What follows belongs to an exercise in optimizing a design on an open flow for small area; a production flow would make more cautious choices. Only simulation tests tie the RTL to the original design; equivalence was not proved. No activity file was given, so power comes from the tool's default toggle rates.

--- config.mk ---
export PLATFORM = sky130hd
export DESIGN_NAME = least_squares_slope_core
export DESIGN_NICKNAME = least_squares_slope_core
export VERILOG_FILES = /design/flow/design.v
export SDC_FILE = /design/flow/constraint.sdc
export NUM_CORES = 4
export LEC_CHECK = 0
export CAP_MARGIN = 20
export CORE_MARGIN = 2
export CORE_UTILIZATION = 40
export PLACE_DENSITY = 0.6
export SLEW_MARGIN = 20
--- constraint.sdc ---
create_clock -name core_clock -period 11.0 [get_ports {clk}]
set_input_delay 2.2000 -clock core_clock [delete_from_list [all_inputs] [get_ports {clk}]]
set_output_delay 2.2000 -clock core_clock [all_outputs]
set_load 0.01 [all_outputs]
--- run.sh ---
#!/bin/bash
# synth_recipe.tcl (not shown) runs the flow's synth.tcl, then flattens the netlist and writes it again
# the make line also repeats each setting of config.mk as NAME=value (left out here)
make -C /OpenROAD-flow-scripts/flow DESIGN_CONFIG=/design/flow/config.mk WORK_HOME=/design/flow/orfs CLKGATE_MAP_FILE= SYNTH_SCRIPT=/design/flow/synth_recipe.tcl finish
--- design.v ---
package lss_pkg;
    localparam int MAX_POINTS  = 1024;
    localparam int SAMPLE_BITS = 16;
    localparam int CNT_W       = $clog2(MAX_POINTS + 1);
    localparam int OUT_W       = 32;
endpackage
module least_squares_slope_core (
    input  logic                                   clk,
    input  logic                                   rst_n,
    input  logic                                   start,
    output logic                                   busy,
    input  logic signed [lss_pkg::SAMPLE_BITS-1:0] x_value,
    input  logic signed [lss_pkg::SAMPLE_BITS-1:0] y_value,
    input  logic                                   last_pair,
    output logic                                   done,
    output logic signed [lss_pkg::OUT_W-1:0]       slope,
    output logic                                   no_spread,
    output logic                                   saturated,
    output logic                                   overflowed,
    output logic [lss_pkg::CNT_W-1:0]              pair_count
);
    localparam logic [4:0] S_CLR   = 5'd0;    
    localparam logic [4:0] S_IDLE  = 5'd1;    
    localparam logic [4:0] S_SUMX  = 5'd2;    
    localparam logic [4:0] S_SUMY  = 5'd3;    
    localparam logic [4:0] S_TXY   = 5'd4;    
    localparam logic [4:0] S_ADDXY = 5'd5;    
    localparam logic [4:0] S_TXX   = 5'd6;    
    localparam logic [4:0] S_ADDXX = 5'd7;    
    localparam logic [4:0] S_DEN0  = 5'd8;    
    localparam logic [4:0] S_DEN1  = 5'd9;    
    localparam logic [4:0] S_NUM0  = 5'd10;   
    localparam logic [4:0] S_NUM1  = 5'd11;   
    localparam logic [4:0] S_ABS   = 5'd12;   
    localparam logic [4:0] S_INIT  = 5'd13;   
    localparam logic [4:0] S_DIV   = 5'd14;   
    localparam logic [4:0] S_FIN1  = 5'd15;   
    localparam logic [4:0] S_FIN2  = 5'd16;   
    logic [3:0]  t;
    logic [4:0]  st;
    logic [4:0]  j;
    logic        lastp;
    logic [15:0] xr;
    logic [15:0] yr;
    logic [10:0] cnt;
    logic        drop;
    logic        done_r;
    logic [51:0] ra;
    logic [51:0] rb;
    logic [51:0] rc;
    logic [51:0] rd;
    logic [3:0]  ta;
    logic [3:0]  tb;
    logic [3:0]  tc;
    logic [3:0]  td;
    assign ta = ra[3:0];
    assign tb = rb[3:0];
    assign tc = rc[3:0];
    assign td = rd[3:0];
    logic        t_last;
    logic        t_zero;
    assign t_last = (t == 4'd12);
    assign t_zero = (t == 4'd0);
    logic [1:0]  pa;      
    logic [1:0]  pb;      
    logic        pb3;     
    logic        pc3;     
    logic        cy;      
    logic [2:0]  cbd;     
    logic        sxs;     
    logic        rsign;   
    logic        negf;    
    logic        zacc;    
    logic        nzacc;   
    logic        flat_r;
    logic        sat_r;
    logic        use_y;
    logic [3:0]  voff;
    logic [15:0] v;
    logic [3:0]  vk;
    logic [3:0]  vd;
    assign use_y = (st == S_TXY) || (st == S_SUMY);
    assign v     = use_y ? yr : xr;
    assign voff  = (st == S_SUMY) ? 4'd6 : 4'd0;
    assign vk    = t - voff;
    always_comb
    begin
        if (t < voff)
        begin
            vd = 4'd0;
        end
        else if (vk < 4'd4)
        begin
            vd = v[vk[1:0]*4 +: 4];
        end
        else
        begin
            vd = {4{v[15]}};
        end
    end
    logic [3:0] sxd;
    always_comb
    begin
        if (t < 4'd6)
        begin
            sxd = tc;
        end
        else if (t == 4'd6)
        begin
            sxd = {tc[1], tc[1], tc[1:0]};
        end
        else
        begin
            sxd = {4{sxs}};
        end
    end
    logic [3:0] raw;
    always_comb
    begin
        case (st)
            S_SUMX:                    raw = (t < 4'd6) ? vd : (t == 4'd6) ? {2'b00, vd[1:0]} : 4'd0;
            S_SUMY, S_TXY, S_TXX:      raw = vd;
            S_DEN0, S_ABS, S_FIN2:     raw = tb;
            S_NUM0:                    raw = ta;
            S_DEN1, S_NUM1:            raw = sxd;
            default:                   raw = td;
        endcase
    end
    logic [2:0]  trip;
    logic [2:0] xtrip;
    logic [2:0] ntrip;
    logic [16:0] xsh;
    logic [12:0] nsh;
    assign xsh   = {xr, 1'b0};
    assign xtrip = xsh[{j[2:0], 1'b0} +: 3];
    assign nsh   = {1'b0, cnt, 1'b0};
    assign ntrip = (j < 5'd6) ? nsh[{j[2:0], 1'b0} +: 3] : 3'b000;
    logic d_zero;
    logic d_two;
    logic d_neg;
    logic x4;
    always_comb
    begin
        d_zero = 1'b0;
        d_two  = 1'b0;
        d_neg  = 1'b0;
        trip   = 3'b001;
        case (st)
            S_TXY, S_TXX:     trip = xtrip;
            S_DEN0, S_NUM0:   trip = ntrip;
            S_DEN1, S_NUM1:   trip = cbd;
            default:          trip = 3'b001;
        endcase
        d_zero = (trip[2] == trip[1]) && (trip[1] == trip[0]);
        d_two  = (trip[1] == trip[0]) && (trip[2] != trip[1]);
        d_neg  = trip[2];
        case (st)
            S_DEN1, S_NUM1:   d_neg = !trip[2];
            S_ABS, S_FIN2:    d_neg = negf;
            S_INIT:           d_neg = 1'b1;
            S_DIV:            d_neg = !rsign;
            default:          ;
        endcase
        if (d_zero)
        begin
            d_neg = 1'b0;
        end
    end
    assign x4 = (st == S_SUMY);
    logic [1:0] pbe;
    logic [3:0] mag;
    logic [3:0] opb;
    assign pbe = t_zero ? 2'b00 : pb;
    assign mag = x4 ? {raw[1:0], pbe} : d_two ? {raw[2:0], pbe[1]} : raw;
    assign opb = d_zero ? 4'd0 : (d_neg ? ~mag : mag);
    logic [3:0] dtap;
    logic       first;
    logic [3:0] opa;
    logic [1:0] pae;
    logic       bdiv;
    always_comb
    begin
        case (st)
            S_ADDXY, S_INIT, S_DIV:              dtap = ta;
            S_ADDXX, S_NUM0, S_NUM1, S_ABS,
            S_FIN2:                               dtap = tb;
            S_SUMX, S_SUMY:                       dtap = tc;
            default:                              dtap = td;
        endcase
    end
    assign first = ((st == S_TXY) || (st == S_TXX)) ? (j == 5'd7)
                 : ((st == S_DEN0) || (st == S_NUM0)) ? (j == 5'd12) : 1'b0;
    assign pae  = t_zero ? 2'b00 : pa;
    assign bdiv = rb[15] && !j[4];
    always_comb
    begin
        case (st)
            S_TXY, S_TXX, S_DEN0, S_NUM0: opa = first ? 4'd0 : {dtap[1:0], pae};
            S_DIV:                        opa = {dtap[2:0], t_zero ? bdiv : pa[1]};
            S_INIT:                       opa = (t < 4'd9) ? rb[19:16] : 4'd0;
            S_ABS, S_FIN2:                opa = 4'd0;
            default:                      opa = dtap;
        endcase
    end
    logic       cin;
    logic       kill;
    logic [2:0] slo;
    logic [2:0] shi;
    logic [3:0] sum;
    assign cin  = t_zero ? d_neg : cy;
    assign kill = (st == S_SUMX) && (t == 4'd6);
    assign slo  = {1'b0, opa[1:0]} + {1'b0, opb[1:0]} + {2'b00, cin};
    assign shi  = {1'b0, opa[3:2]} + {1'b0, opb[3:2]} + {2'b00, slo[2] && !kill};
    assign sum  = {shi[1:0], slo[1:0]};
    logic [3:0] ina;
    logic [3:0] inb;
    logic [3:0] inc;
    logic [3:0] ind;
    logic [3:0] rotb;
    logic [3:0] cst;
    assign rotb = {tb[2:0], t_zero ? !rsign : pb3};
    assign cst  = flat_r ? 4'h0
                : negf ? ((t == 4'd7) ? 4'h8 : 4'h0)
                : ((t == 4'd7) ? 4'h7 : 4'hF);
    always_comb
    begin
        case (st)
            S_CLR:                   ina = 4'd0;
            S_ADDXY, S_INIT, S_DIV:  ina = sum;
            default:                 ina = ta;
        endcase
        case (st)
            S_CLR:                            inb = 4'd0;
            S_ADDXX, S_NUM0, S_NUM1, S_ABS:   inb = sum;
            S_DIV, S_FIN1:                    inb = rotb;
            S_FIN2:                           inb = (flat_r || sat_r) ? cst : sum;
            default:                          inb = tb;
        endcase
        case (st)
            S_CLR:                   inc = 4'd0;
            S_SUMX, S_SUMY:          inc = sum;
            default:                 inc = tc;
        endcase
        case (st)
            S_TXY, S_TXX, S_DEN0, S_DEN1:  ind = sum;
            default:                       ind = td;
        endcase
    end
    always_ff @(posedge clk)
    begin
        ra <= {ina, ra[51:4]};
        rb <= {inb, rb[51:4]};
        rc <= {inc, rc[51:4]};
        rd <= {ind, rd[51:4]};
    end
    logic [4:0] u;
    logic [2:0] ctrip;
    assign u     = j + ((st == S_NUM0) ? 5'd13 : 5'd0);
    assign ctrip = u[0] ? {tc[3], tc[2], tc[1]} : {tc[1], tc[0], pc3 && (j != 5'd0)};
    always_ff @(posedge clk)
    begin
        pa  <= dtap[3:2];
        pb  <= raw[3:2];
        pb3 <= tb[3];
        pc3 <= tc[3];
        cy  <= shi[2];
        if (t == 4'd6)
        begin
            sxs <= tc[1];
        end
        if (((st == S_DEN0) || (st == S_NUM0)) && (t == u[4:1]))
        begin
            cbd <= (j == 5'd0) ? {ctrip[2:1], 1'b0} : ctrip;
        end
        if ((st == S_NUM1) && t_last)
        begin
            negf <= sum[3];
        end
        if ((st == S_INIT) || (st == S_DIV))
        begin
            if (t_last)
            begin
                rsign <= sum[3];
            end
        end
        if (st == S_INIT)
        begin
            zacc <= (t_zero ? 1'b0 : zacc) || (td != 4'd0);
            if (t_last)
            begin
                flat_r <= !(zacc || (td != 4'd0));
                sat_r  <= (zacc || (td != 4'd0)) && !sum[3];
            end
        end
        if (st == S_FIN1)
        begin
            if (t < 4'd7)
            begin
                nzacc <= (t_zero ? 1'b0 : nzacc) || (rotb != 4'd0);
            end
            if (t == 4'd7)
            begin
                sat_r <= rotb[3] && (!negf || nzacc || (rotb[2:0] != 3'd0));
            end
        end
    end
    logic accept;
    assign busy   = !((st == S_IDLE) && t_last);
    assign accept = start && !busy;
    always_ff @(posedge clk or negedge rst_n)
    begin
        if (!rst_n)
        begin
            t      <= 4'd0;
            st     <= S_CLR;
            done_r <= 1'b0;
        end
        else
        begin
            t      <= t_last ? 4'd0 : t + 4'd1;
            done_r <= (st == S_FIN2) && t_last;
            if (t_last)
            begin
                case (st)
                    S_CLR:   st <= S_IDLE;
                    S_IDLE:
                    begin
                        if (start)
                        begin
                            if (!cnt[10])
                            begin
                                st <= S_SUMX;
                            end
                            else if (last_pair)
                            begin
                                st <= S_DEN0;
                            end
                        end
                    end
                    S_SUMX:  st <= S_SUMY;
                    S_SUMY:  st <= S_TXY;
                    S_TXY:   if (j == 5'd0) st <= S_ADDXY;
                    S_ADDXY: st <= S_TXX;
                    S_TXX:   if (j == 5'd0) st <= S_ADDXX;
                    S_ADDXX: st <= lastp ? S_DEN0 : S_IDLE;
                    S_DEN0:  st <= S_DEN1;
                    S_DEN1:  st <= (j == 5'd0) ? S_NUM0 : S_DEN0;
                    S_NUM0:  st <= S_NUM1;
                    S_NUM1:  st <= (j == 5'd0) ? S_ABS : S_NUM0;
                    S_ABS:   st <= S_INIT;
                    S_INIT:  st <= (!(zacc || (td != 4'd0)) || !sum[3]) ? S_FIN2 : S_DIV;
                    S_DIV:   if (j == 5'd31) st <= S_FIN1;
                    S_FIN1:  st <= S_FIN2;
                    default: st <= S_CLR;
                endcase
            end
        end
    end
    always_ff @(posedge clk)
    begin
        if (accept)
        begin
            xr    <= x_value;
            yr    <= y_value;
            lastp <= last_pair;
        end
        if ((st == S_CLR) && t_last)
        begin
            cnt  <= '0;
            drop <= 1'b0;
        end
        else if (accept)
        begin
            if (!cnt[10])
            begin
                cnt <= cnt + 1'b1;
            end
            else
            begin
                drop <= 1'b1;
            end
        end
        if (t_last)
        begin
            case (st)
                S_SUMY, S_ADDXY:  j <= 5'd7;
                S_TXY, S_TXX:     j <= j - 1'b1;
                S_ADDXX, S_IDLE:  j <= 5'd12;
                S_DEN1, S_NUM1:   j <= (j == 5'd0) ? 5'd12 : j - 1'b1;
                S_INIT:           j <= 5'd0;
                S_DIV:            j <= j + 1'b1;
                default:          ;
            endcase
        end
    end
    assign done       = done_r;
    assign slope      = rb[31:0];
    assign no_spread  = flat_r;
    assign saturated  = sat_r;
    assign overflowed = drop;
    assign pair_count = cnt;
endmodule
==> out/metrics.yaml, run 1 <==
global_route:
  grt_antenna_before_repair: 0
  grt_start_max_net_pins: 41
  grt_overflow: 0
  grt_first_pass_wirelength_um: 35600
  track_usage: 0.171
  grt_pass1_vias: 6303
yosys:
  synth_nets: 913
  synth_area_leader_cell: "dfxtp_1"
  async_flop_share: 0.0351
  synth_top_area_share: 0.450
  syn_inst: 857
  synth_ff_type: "dfxtp_1"
  synth-edff-count: 47
  yosys_warnings: 1
  synthTopCellsByArea: "dfxtp_1 45%, edfxtp_1 14%, buf_4 2.5%, dfrtp_1 2.5%, mux2i_1 2.0%"
  postSynthAreaPerCell_um2: 11.8
  yosys.cell_types.count: 84
  synth-seq-cells: 285
  synth-seq-area-share: 0.613
  mappedNetlistArea_mm2: 0.0101
worst_hold_path:
  hold_class: "register to register"
clocking:
  cts_buffer_depth: 3
  worstSkewPairLatency_ns: 0.54
  cts.hold.buffers_added: 0
  cts_root_buffer: "clkbuf_16"
  post_cts_resized: 0
  post_cts_buffers: 0
  htreeDepth: 1
  clkTransAtPathRegs_ns: 0.06
  cts_tree: "done"
  numCtsBuffers: 29
  clock-sinks: 285
finish:
  diodes: 0
  finalNetCount: 968
  final_cells: 1264
  area_delta_synth_final_pct: 18.3
  n_fill_cell: 2254
  drive_above_1_share: 0.0921
detailed_routing:
  ant_nets: 0
  wire_per_inst_um: 17.9
  viasPerCell: 5.21
  wl_um: 22700
  route.vias.total: 6581
  dr.pass1.iters: 6
  drcViolationCount: 0
  drt_iter0_drc: 687
timing:
  setup_viol: 0
  worst-slew-pin-transition_ns: 1.06
  max_clock_freq_mhz: 150
  hold_viol: 0
  finalSetupTns_ns: 0
  rsz0062_at_grt: "false"
  fin_crit_ns: 6.65
  finalCritPeriodShare: 0.605
  slew-limit-headroom: 0.290
  skew_ns: 0.0155
  slew_violations: 0
critical_path:
  worstPathArrival_ns: 7.13
  r2r-end: "st[1]"
  startpoint: "st[3]"
  critPathCapture: "st[1]"
  r2r_start: "st[3]"
  crit_fanout: 32
  setup.reg_to_reg.worst_slack_ns: 4.35
  ff2ff_path_depth: 24
  path_class: "register to register"
  cp-end-kind: "register"
  cp-start-kind: "register"
  required_ns: 11.47
power:
  leakage_nw: 4.56
  power.density_mw_per_mm2: 181
  worst_ir_drop_vdd_mv: 0.107
floorplanning:
  fp-row-count: 58
  core_mm2: 0.0250
  start_util: 0.405
  die-area_mm2: 0.0267
  die_y_um: 163
  fp.dieW_um: 163
  pin_count: 84
place:
  place_inst: 1211
  port_buffers: 83
  hpwl_um: 16200
  gp_congestion: 0.889
status:
  status: "finished clean"
flow_run:
  maxCapViolCount: 0
[state kept, by name, indices dropped and copies added, names as in the netlist, 4 cells and up]
register  cells
ra           52
rb           52
rc           52
rd           52
xr           16
yr           16
cnt          11
j             5
st            5
t             4
[layout by cell type (no fill, tap or decap), types with 10 or more instances in the layout]
| cell | n |
|---|---|
| nand2_1 | 52 |
| ha_1 | 15 |
| o211ai_1 | 18 |
| a21oi_1 | 29 |
| nor3_1 | 14 |
| nor2_1 | 50 |
| a22o_1 | 11 |
| nand3_1 | 17 |
| clkdlybuf4s50_1 | 83 |
| o21ai_0 | 35 |
| dfrtp_1 | 10 |
| dfxtp_1 | 228 |
| clkbuf_16 | 30 |
| edfxtp_1 | 47 |
| xnor2_1 | 12 |
| inv_1 | 33 |
| nor2b_1 | 11 |
| mux2i_1 | 20 |
| a31oi_1 | 10 |
[power by group]
group	switching, mW	internal [mW]	leakage, nW
Combinational	0.0579	0.0479	1.68
Sequential	0.0102	1.10	2.40
Clock	0.393	0.573	0.482
Total	0.461	1.72	4.56
[logic make-up (layout without fill, tap and decap cells)]
kind of cell | count (synthesis) | count (layout) | synth area share
flip-flops | 285 | 285 | 0.613
AND/OR/NAND/NOR | 215 | 215 | 0.113
AO/OA/AOI/OAI | 179 | 179 | 0.126
buffers and inverters | 100 | 177 | 0.0523
multiplexers | 37 | 37 | 0.0489
XOR/XNOR | 21 | 21 | 0.0181
adder cells (fa/ha/maj) | 20 | 20 | 0.0284
[through the flow]
| stage | util | instance area (um2) | total power, mW | hold slack [ns] | worst slack [ns] |
|---|---|---|---|---|---|
| 3_5_place_dp | 0.441 | 11000 | 1.23 | 0.312 | 4.51 |
| 6_report | 0.480 | 12000 | 2.18 | 0.321 | 4.35 |
| 2_1_floorplan | - | 10100 | 1.19 | 0.310 | 5.24 |
| 5_1_grt | 0.480 | 12000 | 2.26 | 0.327 | 3.82 |
| 4_1_cts | 0.479 | 12000 | 2.20 | 0.317 | 4.44 |
| 3_3_place_gp | 0.441 | 11000 | 1.23 | 0.310 | 4.66 |
[worst min-delay path by stage]
| stage | startpoint | endpoint | slack (ns) | cells after the start |
|---|---|---|---|---|
| global placement | ra[15] | ra[11] | 0.31 | 0 |
| finish | ra[4] | ra[0] | 0.32 | 0 |
| CTS | ra[4] | ra[0] | 0.32 | 0 |
| floorplan | ra[4] | ra[0] | 0.31 | 0 |
| detailed placement | ra[4] | ra[0] | 0.31 | 0 |
| global route | rc[38] | rc[34] | 0.33 | 0 |
[layout make-up]
cell class | instances | area [um2] | area share
multi-input combinational | 472 | 3400 | 0.283
clock buffer | 38 | 821 | 0.0683
clock inverter | 15 | 140 | 0.0117
timing repair buffer | 90 | 883 | 0.0736
inverter | 34 | 128 | 0.0106
sequential | 285 | 6230 | 0.518
tap | 330 | 413 | 0.0344
[per-layer routing]
layer,track usage,wire [um]
met1,0.258,11000
met2,0.256,9690
met3,0.0284,1510
met4,0.0410,469
met5,0,0
[synthesized netlist by cell type (5+ instances only)]
cell,number
xnor2_1,12
edfxtp_1,47
a21oi_1,29
o211ai_1,18
nor2b_1,11
nand2_1,52
and2_1,9
dfxtp_1,228
dfrtp_1,10
o21ai_0,35
nor3_1,14
buf_1,6
xor2_1,9
clkbuf_1,14
and3_1,7
a22o_1,11
inv_1,33
a21o_1,5
mux2i_1,20
nor2_1,50
nand3_1,17
a211oi_1,5
mux2_2,8
o31ai_1,7
buf_4,34
ha_1,15
a22oi_1,5
buf_2,10
or3_1,9
nand2b_1,9
o21a_1,6
fa_1,5
a31oi_1,10
[worst max-delay path: stages, from the launching register on]
cell     delay [ns]
dfrtp_1        0.35
buf_4          0.22
or3_4          0.47
nor2_1         0.42
nand2_1        0.28
inv_1          0.26
ha_1           0.23
fa_1           0.43
and2_1         0.17
nor4_1         0.34
or3_1          0.23
a22o_1         0.17
nor3_1         0.05
a21oi_1        0.21
mux2i_1        0.29
fa_1           0.22
inv_1          0.05
fa_1           0.35
nor2b_1        0.15
fa_1           0.36
inv_1          0.07
fa_1           0.52
or3_1          0.46
nand3_1        0.10
a32o_1         0.16
==> run 2, diff against run 1 <==
--- a/config.mk
+++ b/config.mk
@@ -10,2 +10,4 @@
 export CORE_UTILIZATION = 40
+export CTS_BUF_LIST = sky130_fd_sc_hd__clkbuf_4
+export CTS_CLUSTER_SIZE = 20
 export PLACE_DENSITY = 0.6
==> run 2 against run 1 <==
Compared with the run above: worst hold slack got worse by 0.025 ns; flip-flop and latch count unchanged; first-iteration DRC count decreased by 9.3%; clock skew increased by 0.034 ns; final cell count increased by 6.1%; synthesized cell count unchanged; clock-buffer cell count increased by 77; register-to-register slack improved by 0.08 ns; power decreased by 3.0%.
==> out/metrics.yaml, run 2 <==
yosys:
  synthSimpleGateAreaFrac: 0.113
  syn_inst: 857
  synthTopCellsByArea: "dfxtp_1 45%, edfxtp_1 14%, buf_4 2.5%, dfrtp_1 2.5%, mux2i_1 2.0%"
  synth_area_leader_cell: "dfxtp_1"
  synth_top_family_by_area: "compound AO/OA/AOI/OAI gates"
  muxShareOfSynthArea: 0.0489
  synth_most_common_cell: "dfxtp_1"
  synthAdderAreaFrac: 0.0284
  yosys.cell_types.count: 84
  synth_ff_type: "dfxtp_1"
  mappedNetlistArea_mm2: 0.0101
  synth-seq-cells: 285
  synth-seq-area-share: 0.613
  synth_nets: 913
  synth_top_area_share: 0.450
  synth_compound_area_frac: 0.126
  yosys_warnings: 1
  synth-edff-count: 47
  synth_common_cells: "228 x dfxtp_1, 52 x nand2_1, 50 x nor2_1"
  async_flop_share: 0.0351
  synth-xor-area-share: 0.0181
  postSynthAreaPerCell_um2: 11.8
power:
  clkPwrFrac: 0.427
  seq_power_share: 0.523
  p_sw_mw: 0.471
  leakage_nw: 4.65
  total_power_mw: 2.11
  p_int_mw: 1.64
  swShare: 0.223
  power_frac_comb: 0.050
  power.density_mw_per_mm2: 176
  worst_ir_drop_vdd_mv: 0.104
detailed_routing:
  wl_um: 23100
  wire_per_inst_um: 17.2
  viasPerCell: 5.15
  drt_iter0_drc: 623
  drcViolationCount: 0
  route.vias.total: 6900
  ant_nets: 0
  dr.pass1.iters: 10
clocking:
  cts_buffer_depth: 3
  htreeDepth: 3
  cts_root_buffer: "clkbuf_4"
  numCtsBuffers: 75
  clkTransAtPathRegs_ns: 0.07
  post_cts_resized: 0
  cts.hold.buffers_added: 0
  clock-sinks: 285
  cts_tree: "done"
  worstSkewPairLatency_ns: 0.68
  post_cts_buffers: 0
timing:
  slew-limit-headroom: 0.292
  max_clock_freq_mhz: 152
  skew_ns: 0.0492
  rsz0062_at_grt: "false"
  slew_violations: 0
  timing.final.ws_setup_ns: 4.43
  finalCritPeriodShare: 0.598
  setup_viol: 0
  worst-slew-pin-transition_ns: 1.06
  finalSetupTns_ns: 0
  fin_crit_ns: 6.57
  hold_viol: 0
critical_path:
  crit_top_cell: "fa_1"
  cp-end-kind: "register"
  r2r_start: "st[3]"
  cp-start-kind: "register"
  crit_fanout: 32
  slowest_stage: "fa_1"
  startpoint: "st[3]"
  path_class: "register to register"
  worstPathArrival_ns: 7.18
  cpPeakStageDelay_ns: 0.51
  cp_cell_sequence: "buf_4 > or3_4 > nor2_1 > nand2_1 > inv_1 > ha_1 > fa_1 > and2_1 > nor4_1 > or3_1 > a22o_1 > nor3_1 > a21oi_1 > mux2i_1 > fa_1 > inv_1 > fa_1 > nor2b_1 > fa_1 > inv_1 > fa_1 > or3_1 > nand3_1 > a32o_1"
  required_ns: 11.61
global_route:
  grt_antenna_before_repair: 1
  grt_overflow: 0
  grt_pass1_vias: 6737
  grt_start_max_net_pins: 41
  grt_first_pass_wirelength_um: 36400
  track_usage: 0.178
floorplanning:
  fp-row-count: 58
  pin_count: 84
  fp.dieW_um: 163
  die_y_um: 163
  start_util: 0.405
  core_mm2: 0.0250
  die-area_mm2: 0.0267
worst_hold_path:
  hold_class: "register to register"
  worstHoldStart: "rc[4]"
finish:
  drive_above_1_share: 0.157
  finalNetCount: 1014
  area_delta_synth_final_pct: 18.3
  layout_commonest_cell: "dfxtp_1"
  final_cell_mix: "228 x dfxtp_1, 115 x clkbuf_4, 83 x clkdlybuf4s50_1, 52 x nand2_1, 50 x nor2_1"
place:
  port_buffers: 83
  hpwl_um: 16200
  gp_congestion: 0.889
  dpl_worst_slack_ns: 4.51
flow_run:
  maxCapViolCount: 0
status:
  status: "finished clean"
## run 2: cell type report
class                      count  area (um2)
fill                        2332       13000
sequential                   285        6230
multi-input combinational    472        3400
timing repair buffer          90         883
clock buffer                 115         863
tap                          330         413
inverter                      34         128
clock inverter                14        93.8
antenna                        1        2.50
## run 2: logic make-up after synthesis
kind of cell             count (synthesis)
AO/OA/AOI/OAI                          179
XOR/XNOR                                21
adder cells (fa/ha/maj)                 20
buffers and inverters                  100
flip-flops                             285
multiplexers                            37
AND/OR/NAND/NOR                        215
## run 2: through the flow
stage	hold WS, ns	std cells	utilization	instance area (um2)
3_5_place_dp	0.312	1211	0.441	11000
6_report	0.296	1341	0.480	12000
3_3_place_gp	0.310	1211	0.441	11000
5_1_grt	0.312	1341	0.480	12000
4_1_cts	0.310	1340	0.479	12000
2_1_floorplan	0.310	857	-	10100
## run 2: worst max-delay path, delay by kind of cell (launching register included)
kind / cells / cell delay, ns
DFF: 1 / 0.35
adders and majority gates: 6 / 2.09
and+or+nand+nor: 10 / 2.66
AOI/OAI and AO/OA: 3 / 0.52
buffers and inverters: 4 / 0.59
muxes: 1 / 0.27
## run 2: path summary, 6_finish.rpt
| kind | end | slack [ns] | depth (start not counted) |
|---|---|---|---|
| max | st[1] | 4.43 | 24 |
| min | rc[0] | 0.30 | 0 |
| max reg2reg | st[1] | 4.43 | 24 |
| min reg2reg | rc[0] | 0.30 | 0 |
| max in group asynchronous | done_r | 8.63 | 1 |
| min in group asynchronous | st[4] | 1.93 | 1 |
## run 2: metal layers
metal  share of wire  up-vias  track usage
li1                -     3300            -
met5               0        -            0
met1            0.47     3282        0.255
met2            0.43      272        0.257
met3           0.076       46       0.0422
met4           0.021        0       0.0720
## run 2: power by group through the flow
stage          combinational, mW  sequential, mW  clock (mW)
6_report                   0.106            1.11       0.901
5_1_grt                    0.115            1.11        1.00
2_1_floorplan             0.0667            1.12           0
3_3_place_gp               0.105            1.13           0
3_5_place_dp               0.105            1.13           0
4_1_cts                    0.105            1.11       0.945
==> run 3, diff against run 2 <==
--- a/config.mk
+++ b/config.mk
@@ -10,4 +10,3 @@
 export CORE_UTILIZATION = 40
-export CTS_BUF_LIST = sky130_fd_sc_hd__clkbuf_4
-export CTS_CLUSTER_SIZE = 20
+export CTS_BUF_LIST = sky130_fd_sc_hd__clkbuf_2 sky130_fd_sc_hd__clkbuf_4 sky130_fd_sc_hd__clkbuf_8
 export PLACE_DENSITY = 0.6
==> run 3 against run 2 <==
Compared with the run above: still clean on timing, DRC and antenna; utilization is 0.32 points higher; non-clock buffer count stayed put; clock power is about 10% higher; power is 4.3% higher; synthesized area stayed put; combinational power hardly changed; fmax is 0.45% lower; critical path depth stayed put; largest power group unchanged; highest routed layer unchanged.
==> out/metrics.yaml, run 3 <==
clocking:
  clock-sinks: 285
  cts_tree: "done"
  cts_buffer_depth: 3
  numCtsBuffers: 46
  clkTransAtPathRegs_ns: 0.06
  post_cts_resized: 0
  worstSkewPairLatency_ns: 0.58
  htreeDepth: 2
  post_cts_buffers: 0
  cts_root_buffer: "clkbuf_8"
  cts.hold.buffers_added: 0
critical_path:
  path_class: "register to register"
  setup.reg_to_reg.worst_slack_ns: 4.40
  worstPathArrival_ns: 7.08
  r2r_start: "st[3]"
  critPathCapture: "st[1]"
  cp-end-kind: "register"
  startpoint: "st[3]"
  crit_fanout: 32
  r2r-end: "st[1]"
  cp-start-kind: "register"
  ff2ff_path_depth: 24
  required_ns: 11.47
detailed_routing:
  viasPerCell: 5.20
  drt_iter0_drc: 752
  drcViolationCount: 0
  wl_um: 22800
  wire_per_inst_um: 17.6
  dr.pass1.iters: 7
  ant_nets: 0
  route.vias.total: 6712
global_route:
  grt_pass1_vias: 6458
  track_usage: 0.174
  grt_antenna_before_repair: 0
  grt_start_max_net_pins: 41
  grt_overflow: 0
  grt_first_pass_wirelength_um: 36000
timing:
  timing.final.ws_setup_ns: 4.40
  finalCritPeriodShare: 0.600
  finalSetupTns_ns: 0
  setup_viol: 0
  slew-limit-headroom: 0.293
  rsz0062_at_grt: "false"
  hold_viol: 0
  worst-slew-pin-transition_ns: 1.06
  max_clock_freq_mhz: 151
  fin_crit_ns: 6.60
  slew_violations: 0
  skew_ns: 0.0512
floorplanning:
  start_util: 0.405
  die_y_um: 163
  core_mm2: 0.0250
  fp.dieW_um: 163
  pin_count: 84
  fp-row-count: 58
  die-area_mm2: 0.0267
place:
  postPlaceCellArea_mm2: 0.0110
  port_buffers: 83
  dpl_worst_slack_ns: 4.51
  place_inst: 1211
  gp_congestion: 0.889
  hpwl_um: 16200
yosys:
  synth_top_area_share: 0.450
  synth-edff-count: 47
  yosys_warnings: 1
  synth-seq-area-share: 0.613
  synthTopCellsByArea: "dfxtp_1 45%, edfxtp_1 14%, buf_4 2.5%, dfrtp_1 2.5%, mux2i_1 2.0%"
  mappedNetlistArea_mm2: 0.0101
  synth_most_common_cell: "dfxtp_1"
  synth_area_leader_cell: "dfxtp_1"
  synth-seq-cells: 285
  synth_ff_type: "dfxtp_1"
  synth_common_cells: "228 x dfxtp_1, 52 x nand2_1, 50 x nor2_1"
  postSynthAreaPerCell_um2: 11.8
  syn_inst: 857
  async_flop_share: 0.0351
  synth_nets: 913
  yosys.cell_types.count: 84
finish:
  final_cell_mix: "228 x dfxtp_1, 83 x clkdlybuf4s50_1, 60 x clkbuf_8, 52 x nand2_1, 50 x nor2_1"
  finalNetCount: 985
  layout_commonest_cell: "dfxtp_1"
  final_area_mm2: 0.0121
  area_delta_synth_final_pct: 19.1
  final_cells: 1291
  drive_above_1_share: 0.122
  final_core_util: 0.483
  diodes: 0
  n_fill_cell: 2277
worst_hold_path:
  hold_class: "register to register"
power:
  worst_ir_drop_vdd_mv: 0.100
  power.density_mw_per_mm2: 182
  leakage_nw: 4.62
flow_run:
  maxCapViolCount: 0
status:
  status: "finished clean"
## run 3: changes by cell type in the layout (fill, tap and decap cells not counted)
cell        previous run  this run
clkbuf_8               0        60
inv_2                  3         1
clkinv_1               7         0
diode_2                1         0
clkinv_4               2         0
bufinv_16              1         3
clkinvlp_4             1         3
clkinv_2               1         5
inv_12                 0         1
clkbuf_4             115         8
## run 3: worst min-delay path by stage
stage / slack [ns] / cells past startpoint / endpoint / from
final: 0.30 / 0 / rb[31] / rb[35]
after global routing: 0.29 / 0 / rb[31] / rb[35]
after CTS: 0.28 / 0 / rb[31] / rb[35]
after global placement: 0.31 / 0 / ra[11] / ra[15]
after floorplan: 0.31 / 0 / ra[0] / ra[4]
after detailed placement: 0.31 / 0 / ra[0] / ra[4]
## run 3: worst max-delay path, stage by stage (launching register included)
cell,delay [ns]
dfrtp_1,0.35
buf_4,0.22
or3_4,0.47
nor2_1,0.43
nand2_1,0.27
inv_1,0.25
ha_1,0.23
fa_1,0.43
and2_1,0.18
nor4_1,0.34
or3_1,0.23
a22o_1,0.17
nor3_1,0.05
a21oi_1,0.18
mux2i_1,0.27
fa_1,0.21
inv_1,0.05
fa_1,0.35
nor2b_1,0.15
fa_1,0.36
inv_1,0.07
fa_1,0.52
or3_1,0.45
nand3_1,0.10
a32o_1,0.16
## run 3: cell families after synthesis
| logic type | after synthesis | share of synthesized area |
|---|---|---|
| multiplexers | 37 | 0.0489 |
| buffers and inverters | 100 | 0.0523 |
| flip-flops | 285 | 0.613 |
| AND/OR/NAND/NOR | 215 | 0.113 |
| XOR/XNOR | 21 | 0.0181 |
| adder cells (fa/ha/maj) | 20 | 0.0284 |
| AO/OA/AOI/OAI | 179 | 0.126 |
## run 3: cell type report
cell class	instances	area, um2	share of cell area
Clock buffer	68	886	0.0733
Clock inverter	12	154	0.0127
Inverter	34	128	0.0106
Multi-Input combinational cell	472	3400	0.281
Sequential cell	285	6230	0.515
Tap cell	330	413	0.0342
Timing Repair Buffer	90	883	0.0731
## run 3: metrics by stage
stage	hold WS [ns]	power, mW
2_1_floorplan	0.310	1.19
3_3_place_gp	0.310	1.23
3_5_place_dp	0.312	1.23
4_1_cts	0.283	2.24
5_1_grt	0.291	2.30
6_report	0.297	2.20
## run 3: power by group
part	switching, mW	internal (mW)	total, mW	leakage [nW]
Sequential	0.0101	1.10	1.11	2.40
Clock	0.403	0.588	0.991	0.538
Combinational	0.0579	0.0479	0.106	1.68
Total	0.471	1.73	2.20	4.62
## run 3: layer usage
metal,global-route usage,vias to the layer above,part of all wire
met5,0,-,0
met4,0.0523,0,0.018
met3,0.0378,37,0.070
met2,0.257,247,0.43
met1,0.256,3226,0.48
li1,-,3202,-
==> run 4, diff against run 3 <==
--- a/design.v
+++ b/design.v
@@ -42,4 +42,2 @@
     logic        lastp;
-    logic [15:0] xr;
-    logic [15:0] yr;
     logic [10:0] cnt;
@@ -66,5 +64,10 @@
     logic        pb3;     
-    logic        pc3;     
+    logic        pw3;     
     logic        cy;      
-    logic [2:0]  cbd;     
+    logic [2:0]  trl;     
+    logic [2:0]  trn;     
+    logic        xsg;     
+    logic        ysg;     
+    logic        dsg;     
+    logic        asg;     
     logic        sxs;     
@@ -76,42 +79,10 @@
     logic        sat_r;
-    logic        use_y;
-    logic [3:0]  voff;
-    logic [15:0] v;
-    logic [3:0]  vk;
-    logic [3:0]  vd;
-    assign use_y = (st == S_TXY) || (st == S_SUMY);
-    assign v     = use_y ? yr : xr;
-    assign voff  = (st == S_SUMY) ? 4'd6 : 4'd0;
-    assign vk    = t - voff;
-    always_comb
-    begin
-        if (t < voff)
-        begin
-            vd = 4'd0;
-        end
-        else if (vk < 4'd4)
-        begin
-            vd = v[vk[1:0]*4 +: 4];
-        end
-        else
-        begin
-            vd = {4{v[15]}};
-        end
-    end
+    logic [3:0] xs;
+    assign xs = (t < 4'd2) ? ra[47:44] : (t < 4'd4) ? rb[39:36] : {4{xsg}};
+    logic [3:0] ys;
+    assign ys = (t < 4'd4) ? rd[35:32] : {4{ysg}};
+    logic [3:0] ys6;
+    assign ys6 = (t < 4'd6) ? 4'd0 : (t < 4'd10) ? rd[11:8] : {4{ysg}};
     logic [3:0] sxd;
-    always_comb
-    begin
-        if (t < 4'd6)
-        begin
-            sxd = tc;
-        end
-        else if (t == 4'd6)
-        begin
-            sxd = {tc[1], tc[1], tc[1:0]};
-        end
-        else
-        begin
-            sxd = {4{sxs}};
-        end
-    end
+    assign sxd = (t < 4'd6) ? tc : (t == 4'd6) ? {tc[1], tc[1], tc[1:0]} : {4{sxs}};
     logic [3:0] raw;
@@ -120,8 +91,12 @@
         case (st)
-            S_SUMX:                    raw = (t < 4'd6) ? vd : (t == 4'd6) ? {2'b00, vd[1:0]} : 4'd0;
-            S_SUMY, S_TXY, S_TXX:      raw = vd;
-            S_DEN0, S_ABS, S_FIN2:     raw = tb;
-            S_NUM0:                    raw = ta;
-            S_DEN1, S_NUM1:            raw = sxd;
-            default:                   raw = td;
+            S_SUMX:           raw = (t < 4'd6) ? xs : (t == 4'd6) ? {2'b00, xs[1:0]} : 4'd0;
+            S_SUMY:           raw = ys6;
+            S_TXY:            raw = ys;
+            S_TXX:            raw = xs;
+            S_ADDXY, S_ADDXX: raw = (t < 4'd8) ? td : {4{dsg}};
+            S_DEN0:           raw = (t < 4'd11) ? tb : 4'd0;
+            S_NUM0:           raw = (t < 4'd11) ? ta : {4{asg}};
+            S_DEN1, S_NUM1:   raw = sxd;
+            S_ABS, S_FIN2:    raw = tb;
+            default:          raw = td;
         endcase
@@ -129,8 +104,4 @@
     logic [2:0]  trip;
-    logic [2:0] xtrip;
-    logic [2:0] ntrip;
-    logic [16:0] xsh;
     logic [12:0] nsh;
-    assign xsh   = {xr, 1'b0};
-    assign xtrip = xsh[{j[2:0], 1'b0} +: 3];
+    logic [2:0]  ntrip;
     assign nsh   = {1'b0, cnt, 1'b0};
@@ -140,14 +111,8 @@
     logic d_neg;
-    logic x4;
     always_comb
     begin
-        d_zero = 1'b0;
-        d_two  = 1'b0;
-        d_neg  = 1'b0;
-        trip   = 3'b001;
         case (st)
-            S_TXY, S_TXX:     trip = xtrip;
-            S_DEN0, S_NUM0:   trip = ntrip;
-            S_DEN1, S_NUM1:   trip = cbd;
-            default:          trip = 3'b001;
+            S_TXY, S_TXX, S_DEN1, S_NUM1: trip = trl;
+            S_DEN0, S_NUM0:               trip = ntrip;
+            default:                      trip = 3'b001;
         endcase
@@ -155,3 +120,2 @@
         d_two  = (trip[1] == trip[0]) && (trip[2] != trip[1]);
-        d_neg  = trip[2];
         case (st)
@@ -161,3 +125,3 @@
             S_DIV:            d_neg = !rsign;
-            default:          ;
+            default:          d_neg = trip[2];
         endcase
@@ -168,3 +132,2 @@
     end
-    assign x4 = (st == S_SUMY);
     logic [1:0] pbe;
@@ -173,3 +136,3 @@
     assign pbe = t_zero ? 2'b00 : pb;
-    assign mag = x4 ? {raw[1:0], pbe} : d_two ? {raw[2:0], pbe[1]} : raw;
+    assign mag = (st == S_SUMY) ? {raw[1:0], pbe} : d_two ? {raw[2:0], pbe[1]} : raw;
     assign opb = d_zero ? 4'd0 : (d_neg ? ~mag : mag);
@@ -183,3 +146,3 @@
         case (st)
-            S_ADDXY, S_INIT, S_DIV:              dtap = ta;
+            S_ADDXY, S_INIT, S_DIV:               dtap = ta;
             S_ADDXX, S_NUM0, S_NUM1, S_ABS,
@@ -220,6 +183,8 @@
     logic [3:0] cst;
-    assign rotb = {tb[2:0], t_zero ? !rsign : pb3};
-    assign cst  = flat_r ? 4'h0
-                : negf ? ((t == 4'd7) ? 4'h8 : 4'h0)
-                : ((t == 4'd7) ? 4'h7 : 4'hF);
+    logic       low11;
+    assign low11 = (t < 4'd11);
+    assign rotb  = {tb[2:0], t_zero ? !rsign : pb3};
+    assign cst   = flat_r ? 4'h0
+                 : negf ? ((t == 4'd7) ? 4'h8 : 4'h0)
+                 : ((t == 4'd7) ? 4'h7 : 4'hF);
     always_comb
@@ -228,3 +193,4 @@
             S_CLR:                   ina = 4'd0;
-            S_ADDXY, S_INIT, S_DIV:  ina = sum;
+            S_ADDXY:                 ina = low11 ? sum : ta;
+            S_INIT, S_DIV:           ina = sum;
             default:                 ina = ta;
@@ -233,3 +199,4 @@
             S_CLR:                            inb = 4'd0;
-            S_ADDXX, S_NUM0, S_NUM1, S_ABS:   inb = sum;
+            S_ADDXX:                          inb = low11 ? sum : tb;
+            S_NUM0, S_NUM1, S_ABS:            inb = sum;
             S_DIV, S_FIN1:                    inb = rotb;
@@ -244,6 +211,9 @@
         case (st)
-            S_TXY, S_TXX, S_DEN0, S_DEN1:  ind = sum;
-            default:                       ind = td;
+            S_TXY, S_TXX:            ind = (t < 4'd8) ? sum : td;
+            S_DEN0, S_DEN1:          ind = sum;
+            default:                 ind = td;
         endcase
     end
+    logic load;
+    assign load = (st == S_IDLE) && t_last;
     always_ff @(posedge clk)
@@ -254,7 +224,22 @@
         rd <= {ind, rd[51:4]};
+        if (load)
+        begin
+            ra[51:44] <= x_value[7:0];
+            rb[51:44] <= x_value[15:8];
+            rd[47:32] <= y_value;
+        end
     end
+    logic       solve0;
+    logic [4:0] tj;
     logic [4:0] u;
-    logic [2:0] ctrip;
-    assign u     = j + ((st == S_NUM0) ? 5'd13 : 5'd0);
-    assign ctrip = u[0] ? {tc[3], tc[2], tc[1]} : {tc[1], tc[0], pc3 && (j != 5'd0)};
+    logic [3:0] w;
+    logic [2:0] wtrip;
+    assign solve0 = (st == S_DEN0) || (st == S_NUM0);
+    assign tj     = solve0 ? j : ((st == S_SUMY) || (st == S_ADDXY)) ? 5'd7 : j - 1'b1;
+    assign u      = tj + ((st == S_NUM0) ? 5'd13 : 5'd0);
+    assign w      = solve0 ? tc : xs;
+    assign wtrip  = {u[0] ? w[3:2] : w[1:0], (u[0] ? w[1] : pw3) && (tj != 5'd0)};
+    logic take;
+    assign take = (solve0 || (st == S_SUMY) || (st == S_ADDXY) || (st == S_TXY) || (st == S_TXX))
+                  && (t == u[4:1]);
     always_ff @(posedge clk)
@@ -264,4 +249,9 @@
         pb3 <= tb[3];
-        pc3 <= tc[3];
+        pw3 <= w[3];
         cy  <= shi[2];
+        if (t == 4'd3)
+        begin
+            xsg <= rb[39];
+            ysg <= rd[35];
+        end
         if (t == 4'd6)
@@ -270,5 +260,17 @@
         end
-        if (((st == S_DEN0) || (st == S_NUM0)) && (t == u[4:1]))
+        if (t == 4'd7)
+        begin
+            dsg <= td[3];
+        end
+        if (t == 4'd10)
+        begin
+            asg <= ta[3];
+        end
+        if (take)
+        begin
+            trn <= wtrip;
+        end
+        if (t_last)
         begin
-            cbd <= (j == 5'd0) ? {ctrip[2:1], 1'b0} : ctrip;
+            trl <= take ? wtrip : trn;
         end
@@ -278,8 +280,5 @@
         end
-        if ((st == S_INIT) || (st == S_DIV))
+        if (((st == S_INIT) || (st == S_DIV)) && t_last)
         begin
-            if (t_last)
-            begin
-                rsign <= sum[3];
-            end
+            rsign <= sum[3];
         end
@@ -306,5 +305,3 @@
     end
-    logic accept;
-    assign busy   = !((st == S_IDLE) && t_last);
-    assign accept = start && !busy;
+    assign busy = !load;
     always_ff @(posedge clk or negedge rst_n)
@@ -360,6 +357,4 @@
     begin
-        if (accept)
+        if (load)
         begin
-            xr    <= x_value;
-            yr    <= y_value;
             lastp <= last_pair;
@@ -371,3 +366,3 @@
         end
-        else if (accept)
+        else if (load && start)
         begin
--- a/config.mk
+++ b/config.mk
@@ -10,3 +10,5 @@
 export CORE_UTILIZATION = 40
-export CTS_BUF_LIST = sky130_fd_sc_hd__clkbuf_2 sky130_fd_sc_hd__clkbuf_4 sky130_fd_sc_hd__clkbuf_8
+export CTS_BUF_LIST = sky130_fd_sc_hd__clkbuf_16
+export CTS_CLUSTER_DIAMETER = 80
+export CTS_CLUSTER_SIZE = 25
 export PLACE_DENSITY = 0.6
==> run 4 against run 3 <==
Compared with the run above: die area decreased by 4.9%; first-iteration DRC count fell by 11%; via count rose by 2.0%; wire length grew 6.8%; non-clock buffer count increased by 1; critical path depth fell by 18; global-route usage rose by 1.6 points; fmax up 13%; critical path type is now register to primary output; worst hold slack gained 0.027 ns; clock skew fell by 0.037 ns.
==> out/metrics.yaml, run 4 <==
timing:
  hold_viol: 0
  slew-limit-headroom: 0.268
  holdWs_ns: 0.324
  skew_ns: 0.0138
  slew_violations: 0
  worst-slew-pin-transition_ns: 1.09
  setup_viol: 0
  rsz0062_at_grt: "false"
  finalCritPeriodShare: 0.532
  max_clock_freq_mhz: 171
  fin_crit_ns: 5.85
  finalSetupTns_ns: 0
detailed_routing:
  viasPerCell: 5.28
  wire_per_inst_um: 18.8
  route.vias.total: 6849
  drcViolationCount: 0
  wl_um: 24300
  drt_iter0_drc: 673
  dr.pass1.iters: 5
  ant_nets: 0
finish:
  drive_above_1_share: 0.0686
  n_fill_cell: 2298
  final_cells: 1296
  diodes: 0
  finalNetCount: 1020
  area_delta_synth_final_pct: 13.1
  final_cell_mix: "231 x dfxtp_1, 142 x nand2_1, 83 x clkdlybuf4s50_1, 62 x nor2_1, 55 x a21oi_1"
  final_core_util: 0.463
  layout_commonest_cell: "dfxtp_1"
clocking:
  cts_tree: "done"
  worstSkewPairLatency_ns: 0.50
  cts_root_buffer: "clkbuf_16"
  cts_buffer_depth: 3
  cts.hold.buffers_added: 0
  numCtsBuffers: 15
  htreeDepth: 1
  post_cts_buffers: 0
  clock-sinks: 260
  clkTransAtPathRegs_ns: 0.10
  post_cts_resized: 0
yosys:
  muxShareOfSynthArea: 0.0400
  synth_compound_area_frac: 0.140
  syn_inst: 942
  synth_nets: 991
  synth_ff_type: "dfxtp_1"
  synth_most_common_cell: "dfxtp_1"
  synth_top_area_share: 0.480
  synth_common_cells: "231 x dfxtp_1, 142 x nand2_1, 62 x nor2_1"
  synthSimpleGateAreaFrac: 0.160
  async_flop_share: 0.0385
  mappedNetlistArea_mm2: 0.00963
  synthAdderAreaFrac: 0.0200
  synth-seq-cells: 260
  yosys.cell_types.count: 93
  synth-xor-area-share: 0.0164
  postSynthAreaPerCell_um2: 10.2
  synthTopCellsByArea: "dfxtp_1 48%, edfxtp_1 5.9%, nand2_1 5.5%, a21oi_1 2.9%, buf_4 2.6%"
  yosys_warnings: 1
  synth-seq-area-share: 0.565
  synth_area_leader_cell: "dfxtp_1"
  synth_top_family_by_area: "simple AND/OR/NAND/NOR gates"
  synth-edff-count: 19
critical_path:
  cp-start-kind: "register"
  cp_num_cells: 6
  crit_fanout: 35
  critPathCapture: "busy"
  cpPeakStageDelay_ns: 0.80
  startpoint: "t[1]"
  crit_top_cell: "inv_1"
  worstPathArrival_ns: 3.65
  path_class: "register to primary output"
  required_ns: 8.80
  ff2ff_path_depth: 20
  critPathBufInv: 3
  critPathTopFamily: "buffers and inverters"
  r2r_start: "t[1]"
  cp_cell_sequence: "inv_1 > ha_1 > nand3_1 > inv_1 > nand2_2 > clkdlybuf4s50_1"
  setup.reg_to_reg.worst_slack_ns: 5.24
  slowest_stage: "dfrtp_1"
  cp-end-kind: "primary output"
  r2r-end: "st[1]"
power:
  total_power_mw: 1.80
  p_sw_mw: 0.428
  clkPwrFrac: 0.315
  worst_ir_drop_vdd_mv: 0.122
  leakage_nw: 4.24
  power_frac_comb: 0.086
  p_int_mw: 1.37
  swShare: 0.238
  seq_power_share: 0.599
  power.density_mw_per_mm2: 165
global_route:
  grt_antenna_before_repair: 0
  grt_first_pass_wirelength_um: 38100
  track_usage: 0.191
  grt_start_max_net_pins: 39
  grt_overflow: 0
  grt_pass1_vias: 6524
floorplanning:
  die-area_mm2: 0.0253
  core_mm2: 0.0235
  start_util: 0.409
  fp-row-count: 56
  die_y_um: 159
  pin_count: 84
  fp.dieW_um: 159
flow_run:
  maxCapViolCount: 0
place:
  gp_congestion: 0.969
  port_buffers: 83
  place_inst: 1273
  hpwl_um: 17900
status:
  status: "finished clean"
worst_hold_path:
  whs_path_depth: 0
  hold_class: "register to register"
==> run 4: changes by cell type in the layout (fill, tap and decap cells not counted), sizes merged, moves of 6 or more <==
cell	delta
o21ai	+10
a21oi	+27
nor2	+14
o211ai	-13
nand3	-6
mux4	-7
nand2	+91
clkbuf	-53
inv	-7
edfxtp	-28
ha	-6
==> run 4: cells by family after synthesis <==
| family | Yosys count |
|---|---|
| xor+xnor | 18 |
| flops | 260 |
| mux | 34 |
| fa+ha+maj | 13 |
| buf+inv | 103 |
| simple gates | 314 |
| compound gates | 200 |
==> run 4: metal layers <==
layer / wire, um / GRT usage / vias to the layer above
li1: - / - / 3313
met1: 10800 / 0.254 / 3263
met2: 11300 / 0.311 / 217
met3: 1470 / 0.0365 / 56
met4: 828 / 0.0657 / 0
met5: 0 / 0 / -
==> run 4: worst min-delay path by stage <==
stage / start / slack, ns / to
after floorplan: ra[4] / 0.31 / ra[0]
after global placement: ra[30] / 0.31 / ra[26]
after detailed placement: ra[4] / 0.31 / ra[0]
after CTS: rd[6] / 0.33 / rd[2]
after global routing: rc[43] / 0.33 / rc[39]
final: rc[43] / 0.32 / rc[39]
==> run 4: final cells by class <==
type                            instances  area, um2  share of cell area
Timing Repair Buffer                   91        891              0.0817
Multi-Input combinational cell        579       3630               0.333
Sequential cell                       260       5450               0.500
Inverter                               24       90.1             0.00827
Clock buffer                           15        375              0.0344
Clock inverter                          8       67.6             0.00620
Tap cell                              319        399              0.0366
==> run 4: per-stage QoR <==
| step | instance area [um2] | setup slack [ns] |
|---|---|---|
| 5_1_grt | 10900 | 4.80 |
| 3_5_place_dp | 10500 | 5.36 |
| 2_1_floorplan | 9630 | 6.35 |
| 6_report | 10900 | 5.15 |
| 4_1_cts | 10900 | 5.15 |
| 3_3_place_gp | 10500 | 5.53 |
==> run 4: power groups by stage <==
stage / Combinational [mW] / Clock [mW] / Sequential (mW)
final: 0.155 / 0.567 / 1.08
after global routing: 0.166 / 0.623 / 1.09
after CTS: 0.153 / 0.587 / 1.08
after detailed placement: 0.151 / 0 / 1.10
after global placement: 0.153 / 0 / 1.10
after floorplan: 0.102 / 0 / 1.09
==> run 5, diff against run 4 <==
--- a/config.mk
+++ b/config.mk
@@ -10,5 +10,5 @@
 export CORE_UTILIZATION = 40
-export CTS_BUF_LIST = sky130_fd_sc_hd__clkbuf_16
-export CTS_CLUSTER_DIAMETER = 80
-export CTS_CLUSTER_SIZE = 25
+export CTS_BUF_LIST = sky130_fd_sc_hd__clkbuf_8
+export CTS_CLUSTER_DIAMETER = 60
+export CTS_CLUSTER_SIZE = 18
 export PLACE_DENSITY = 0.6
==> run 5 against run 4 <==
Compared with the run above: sequential share of layout area rose by 0.26 points; sequential power barely moved; register-to-register slack barely moved; synthesized area did not move; still clean on timing, DRC and antenna; global-route usage rose by 0.096 points; clock power fell by 9.9%; critical path depth did not move.
==> out/metrics.yaml, run 5 <==
status:
  status: "finished clean"
yosys:
  postSynthAreaPerCell_um2: 10.2
  synthTopCellsByArea: "dfxtp_1 48%, edfxtp_1 5.9%, nand2_1 5.5%, a21oi_1 2.9%, buf_4 2.6%"
  synth_most_common_cell: "dfxtp_1"
  yosys.cell_types.count: 93
  synth-seq-cells: 260
  synth-edff-count: 19
  synth_ff_type: "dfxtp_1"
  async_flop_share: 0.0385
  synth_common_cells: "231 x dfxtp_1, 142 x nand2_1, 62 x nor2_1"
  synth_area_leader_cell: "dfxtp_1"
  mappedNetlistArea_mm2: 0.00963
  yosys_warnings: 1
  synth_top_area_share: 0.480
  syn_inst: 942
  synth-seq-area-share: 0.565
  synth_nets: 991
clocking:
  cts_tree: "done"
  htreeDepth: 1
  clock-sinks: 260
  post_cts_buffers: 0
  cts_root_buffer: "clkbuf_8"
  cts_buffer_depth: 3
  worstSkewPairLatency_ns: 0.57
  numCtsBuffers: 21
  cts.hold.buffers_added: 0
  post_cts_resized: 0
  clkTransAtPathRegs_ns: 0.11
global_route:
  grt_first_pass_wirelength_um: 38200
  grt_overflow: 0
  grt_pass1_vias: 6535
  grt_start_max_net_pins: 39
  track_usage: 0.192
  grt_antenna_before_repair: 0
finish:
  diodes: 0
  finalNetCount: 1026
  final_cell_mix: "231 x dfxtp_1, 142 x nand2_1, 83 x clkdlybuf4s50_1, 62 x nor2_1, 55 x a21oi_1"
  area_delta_synth_final_pct: 12.5
  final_core_util: 0.461
  drive_above_1_share: 0.0759
  n_fill_cell: 2308
  layout_commonest_cell: "dfxtp_1"
floorplanning:
  die-area_mm2: 0.0253
  core_mm2: 0.0235
  fp.dieW_um: 159
  fp-row-count: 56
  die_y_um: 159
  start_util: 0.409
  pin_count: 84
critical_path:
  path_class: "register to primary output"
  cp-start-kind: "register"
  worstPathArrival_ns: 3.75
  cp_cell_sequence: "inv_1 > ha_1 > nand3_1 > inv_1 > nand2_2 > clkdlybuf4s50_1"
  cpPeakStageDelay_ns: 0.83
  cp-end-kind: "primary output"
  crit_fanout: 35
  crit_top_cell: "inv_1"
  required_ns: 8.80
  slowest_stage: "dfrtp_1"
power:
  leakage_nw: 4.23
  worst_ir_drop_vdd_mv: 0.138
  power.density_mw_per_mm2: 161
detailed_routing:
  route.vias.total: 6910
  drt_iter0_drc: 663
  drcViolationCount: 0
  dr.pass1.iters: 5
  viasPerCell: 5.29
  wire_per_inst_um: 18.7
  wl_um: 24500
  ant_nets: 0
timing:
  rsz0062_at_grt: "false"
  slew_violations: 0
  skew_ns: 0.0118
  finalCritPeriodShare: 0.541
  max_clock_freq_mhz: 168
  fin_crit_ns: 5.95
  slew-limit-headroom: 0.288
  finalSetupTns_ns: 0
  setup_viol: 0
  hold_viol: 0
  worst-slew-pin-transition_ns: 1.06
worst_hold_path:
  hold_class: "register to register"
place:
  port_buffers: 83
  gp_congestion: 0.969
  hpwl_um: 17900
flow_run:
  maxCapViolCount: 0
run 5: cell counts after synthesis:
Identical to the previous run, type by type.
run 5: power breakdown:
part | internal [mW] | total, mW | switching [mW]
logic | 0.0679 | 0.154 | 0.0860
registers | 1.05 | 1.08 | 0.0333
clock network | 0.192 | 0.511 | 0.319
total | 1.31 | 1.74 | 0.439
run 5: cell type report:
type,count,area [um2],area share
inverter,24,90.1,0.00831
timing repair buffer,91,891,0.0822
sequential,260,5450,0.502
clock inverter,13,97.6,0.00900
tap,319,399,0.0368
clock buffer,21,289,0.0267
multi-input combinational,579,3630,0.335
run 5: stage by stage:
step	power [mW]	hold slack (ns)	setup WS (ns)	cells	cell area, um2
after detailed placement	1.25	0.312	5.36	1273	10500
after CTS	1.76	0.324	5.07	1307	10800
final	1.74	0.323	5.05	1307	10800
after global placement	1.25	0.310	5.53	1273	10500
after floorplan	1.19	0.310	6.35	942	9630
after global routing	1.82	0.334	4.81	1307	10800
run 5: cell families (layout without fill, tap and decap cells):
logic type	count (synthesis)	after routing	share of synthesized area
flip-flops	260	260	0.565
AND/OR/NAND/NOR	314	314	0.160
buffers and inverters	103	149	0.0579
multiplexers	34	34	0.0400
adder cells (fa/ha/maj)	13	13	0.0200
XOR/XNOR	18	18	0.0164
AO/OA/AOI/OAI	200	200	0.140
run 5: worst paths after layout:
path | startpoint | end | slack, ns | cells after the start
max | t[1] | busy | 5.05 | 6
min in group asynchronous | rst_n | t[3] | 1.97 | 1
max in group asynchronous | rst_n | st[1] | 8.66 | 1
min | rd[6] | rd[2] | 0.32 | 0
min reg2reg | rd[6] | rd[2] | 0.32 | 0
max reg2reg | t[1] | st[1] | 5.25 | 20
run 5: per-layer routing:
metal  share of wire  vias to the layer above  wire (um)  global-route usage
met4           0.036                        0        892              0.0744
met3           0.064                       57       1570              0.0354
li1                -                     3332          -                   -
met5               0                        -          0                   0
met2            0.45                      237      11100               0.307
met1            0.45                     3284      10900               0.258
run 5: worst max-delay path: cells and delay by family (launching register included):
kind                     cells  cell delay, ns
adder cells (fa/ha/maj)      1            0.26
buffers and inverters        3            1.17
AND/OR/NAND/NOR              2            0.91
flip-flops                   1            0.83
==> run 6, diff against run 5 <==
--- a/config.mk
+++ b/config.mk
@@ -10,5 +10,2 @@
 export CORE_UTILIZATION = 40
-export CTS_BUF_LIST = sky130_fd_sc_hd__clkbuf_8
-export CTS_CLUSTER_DIAMETER = 60
-export CTS_CLUSTER_SIZE = 18
 export PLACE_DENSITY = 0.6
==> run 6 against run 5 <==
Compared with the run above: still clean; clock-buffer cell count grew 16; synthesized cell count stayed put; synthesized area stayed put; wire length rose by 0.33%; global-route usage hardly changed; highest routed layer unchanged.
==> out/metrics.yaml, run 6 <==
status:
  status: "finished clean"
clocking:
  cts.hold.buffers_added: 0
  post_cts_resized: 0
  cts_root_buffer: "clkbuf_16"
  cts_tree: "done"
  worstSkewPairLatency_ns: 0.53
  numCtsBuffers: 26
  clock-sinks: 260
  clkTransAtPathRegs_ns: 0.07
  cts_buffer_depth: 3
  post_cts_buffers: 0
  htreeDepth: 1
timing:
  slew-limit-headroom: 0.286
  rsz0062_at_grt: "false"
  finalCritPeriodShare: 0.536
  fin_crit_ns: 5.89
  slew_violations: 0
  hold_viol: 0
  setup_viol: 0
  finalSetupTns_ns: 0
  skew_ns: 0.0153
  worst-slew-pin-transition_ns: 1.06
  max_clock_freq_mhz: 170
detailed_routing:
  route.vias.total: 6906
  drt_iter0_drc: 654
  drcViolationCount: 0
  wire_per_inst_um: 18.6
  wl_um: 24600
  ant_nets: 0
  dr.pass1.iters: 9
  viasPerCell: 5.23
place:
  port_buffers: 83
  gp_congestion: 0.969
  hpwl_um: 17900
power:
  seq_power_share: 0.515
  clkPwrFrac: 0.412
  worst_ir_drop_vdd_mv: 0.138
  power_frac_comb: 0.074
  p_int_mw: 1.62
  leakage_nw: 4.45
  power.density_mw_per_mm2: 185
  p_sw_mw: 0.482
  swShare: 0.230
finish:
  final_cell_mix: "231 x dfxtp_1, 142 x nand2_1, 83 x clkdlybuf4s50_1, 62 x nor2_1, 55 x a21oi_1"
  regArea_mm2: 0.00545
  drive_above_1_share: 0.0878
  n_fill_cell: 2265
  multi_input_area_mm2: 0.00363
  layout_commonest_cell: "dfxtp_1"
  area_delta_synth_final_pct: 17.5
  finalNetCount: 1031
  final_core_util: 0.481
  diodes: 0
yosys:
  async_flop_share: 0.0385
  synth_top_area_share: 0.480
  postSynthAreaPerCell_um2: 10.2
  synth_most_common_cell: "dfxtp_1"
  mappedNetlistArea_mm2: 0.00963
  synth_common_cells: "231 x dfxtp_1, 142 x nand2_1, 62 x nor2_1"
  synth_ff_type: "dfxtp_1"
  synth_nets: 991
  synth-edff-count: 19
  syn_inst: 942
  yosys_warnings: 1
  synth_area_leader_cell: "dfxtp_1"
  synth-seq-cells: 260
  synthTopCellsByArea: "dfxtp_1 48%, edfxtp_1 5.9%, nand2_1 5.5%, a21oi_1 2.9%, buf_4 2.6%"
  yosys.cell_types.count: 93
  synth-seq-area-share: 0.565
global_route:
  grt_start_max_net_pins: 39
  grt_antenna_before_repair: 0
  grt_first_pass_wirelength_um: 38400
  grt_pass1_vias: 6599
  track_usage: 0.191
  grt_overflow: 0
floorplanning:
  core_mm2: 0.0235
  die_y_um: 159
  fp-row-count: 56
  pin_count: 84
  start_util: 0.409
  fp.dieW_um: 159
  die-area_mm2: 0.0253
critical_path:
  path_class: "register to primary output"
  worstPathArrival_ns: 3.69
  r2r_start: "t[1]"
  cp-start-kind: "register"
  startpoint: "t[1]"
  crit_fanout: 35
  required_ns: 8.80
  cp-end-kind: "primary output"
worst_hold_path:
  hold_class: "register to register"
  worstHoldStart: "rd[6]"
flow_run:
  maxCapViolCount: 0
[run 6: cell counts after synthesis]
Identical to the previous run, type by type.
[run 6: worst paths after layout]
kind	endpoint	slack, ns	cells past startpoint
min reg2reg	rd[2]	0.32	0
min in group asynchronous	t[3]	2.02	1
min	rd[2]	0.32	0
max reg2reg	st[1]	5.21	20
max	busy	5.11	6
max in group asynchronous	done_r	8.61	1
[run 6: per-stage QoR]
stage	power (mW)	cell area [um2]	std cells	hold WS, ns	setup WS, ns
5_1_grt	2.18	11300	1321	0.328	4.81
6_report	2.10	11300	1321	0.317	5.11
2_1_floorplan	1.19	9630	942	0.310	6.35
3_5_place_dp	1.25	10500	1273	0.312	5.36
4_1_cts	2.12	11300	1321	0.319	5.12
3_3_place_gp	1.25	10500	1273	0.310	5.53
[run 6: critical path: stages, from the launching register on]
cell,delay (ns)
dfrtp_1,0.81
inv_1,0.16
ha_1,0.26
nand3_1,0.28
inv_1,0.34
nand2_2,0.63
clkdlybuf4s50_1,0.67
[run 6: power groups by stage]
stage / Sequential [mW] / Clock (mW) / Combinational [mW]
after floorplan: 1.09 / 0 / 0.102
after global placement: 1.10 / 0 / 0.153
after detailed placement: 1.10 / 0 / 0.151
final: 1.08 / 0.865 / 0.155
after CTS: 1.08 / 0.887 / 0.153
after global routing: 1.09 / 0.927 / 0.166
[run 6: layout make-up]
class / count / share of cell area
Sequential cell: 260 / 0.481
Multi-Input combinational cell: 579 / 0.321
Timing Repair Buffer: 91 / 0.0787
Clock buffer: 37 / 0.0694
Tap cell: 319 / 0.0352
Inverter: 24 / 0.00795
Clock inverter: 11 / 0.00729
[run 6: layer usage]
metal  up-vias  wire [um]  global-route usage  part of all wire
met4         0        765              0.0657             0.031
li1       3350          -                   -                 -
met2       257      11300               0.311              0.46
met3        57       1800              0.0362             0.073
met1      3242      10700               0.256              0.44
met5         -          0                   0                 0
[run 6: logic make-up (layout without fill, tap and decap cells)]
group / after synthesis / in the layout / synth area share
buf+inv: 103 / 163 / 0.0579
mux: 34 / 34 / 0.0400
flops: 260 / 260 / 0.565
simple gates: 314 / 314 / 0.160
xor+xnor: 18 / 18 / 0.0164
compound gates: 200 / 200 / 0.140
fa+ha+maj: 13 / 13 / 0.0200

## what the ideal ports hide
The flow's constraints put no driver on any port. The routed layouts listed below were extracted and timed again, unchanged, in two steps. Step 1 (the two cells are an assumption about what drives the block):
set clk [get_ports {clk}]
set_driving_cell -lib_cell sky130_fd_sc_hd__clkbuf_16 $clk
set_driving_cell -lib_cell sky130_fd_sc_hd__buf_2 [delete_from_list [all_inputs] $clk]
Step 2 moves the port delays by t, midway between the first and last clock arrival at a register: inputs arrive t later, outputs are due t later. That takes back most of the time a late clock gives input paths. Slacks: ideal ports / drivers / drivers and shift; pairs: ideal ports / drivers.
| run | t, ns | slack for setup (ns) | worst setup path after step 2 |
|---|---|---|---|
| run 1 | 0.576 | 4.347 / 4.347 / 4.347 | register to register |
| run 2 | 0.699 | 4.427 / 4.427 / 4.427 | register to register |
| run 3 | 0.596 | 4.398 / 4.398 / 4.398 | register to register |
| run 4 | 0.538 | 5.150 / 5.104 / 5.244 | register to register |
| run 5 | 0.602 | 5.053 / 5.011 / 5.247 | register to register |
| run 6 | 0.569 | 5.108 / 5.061 / 5.209 | register to register |
After both steps setup and hold are still met in every run listed.
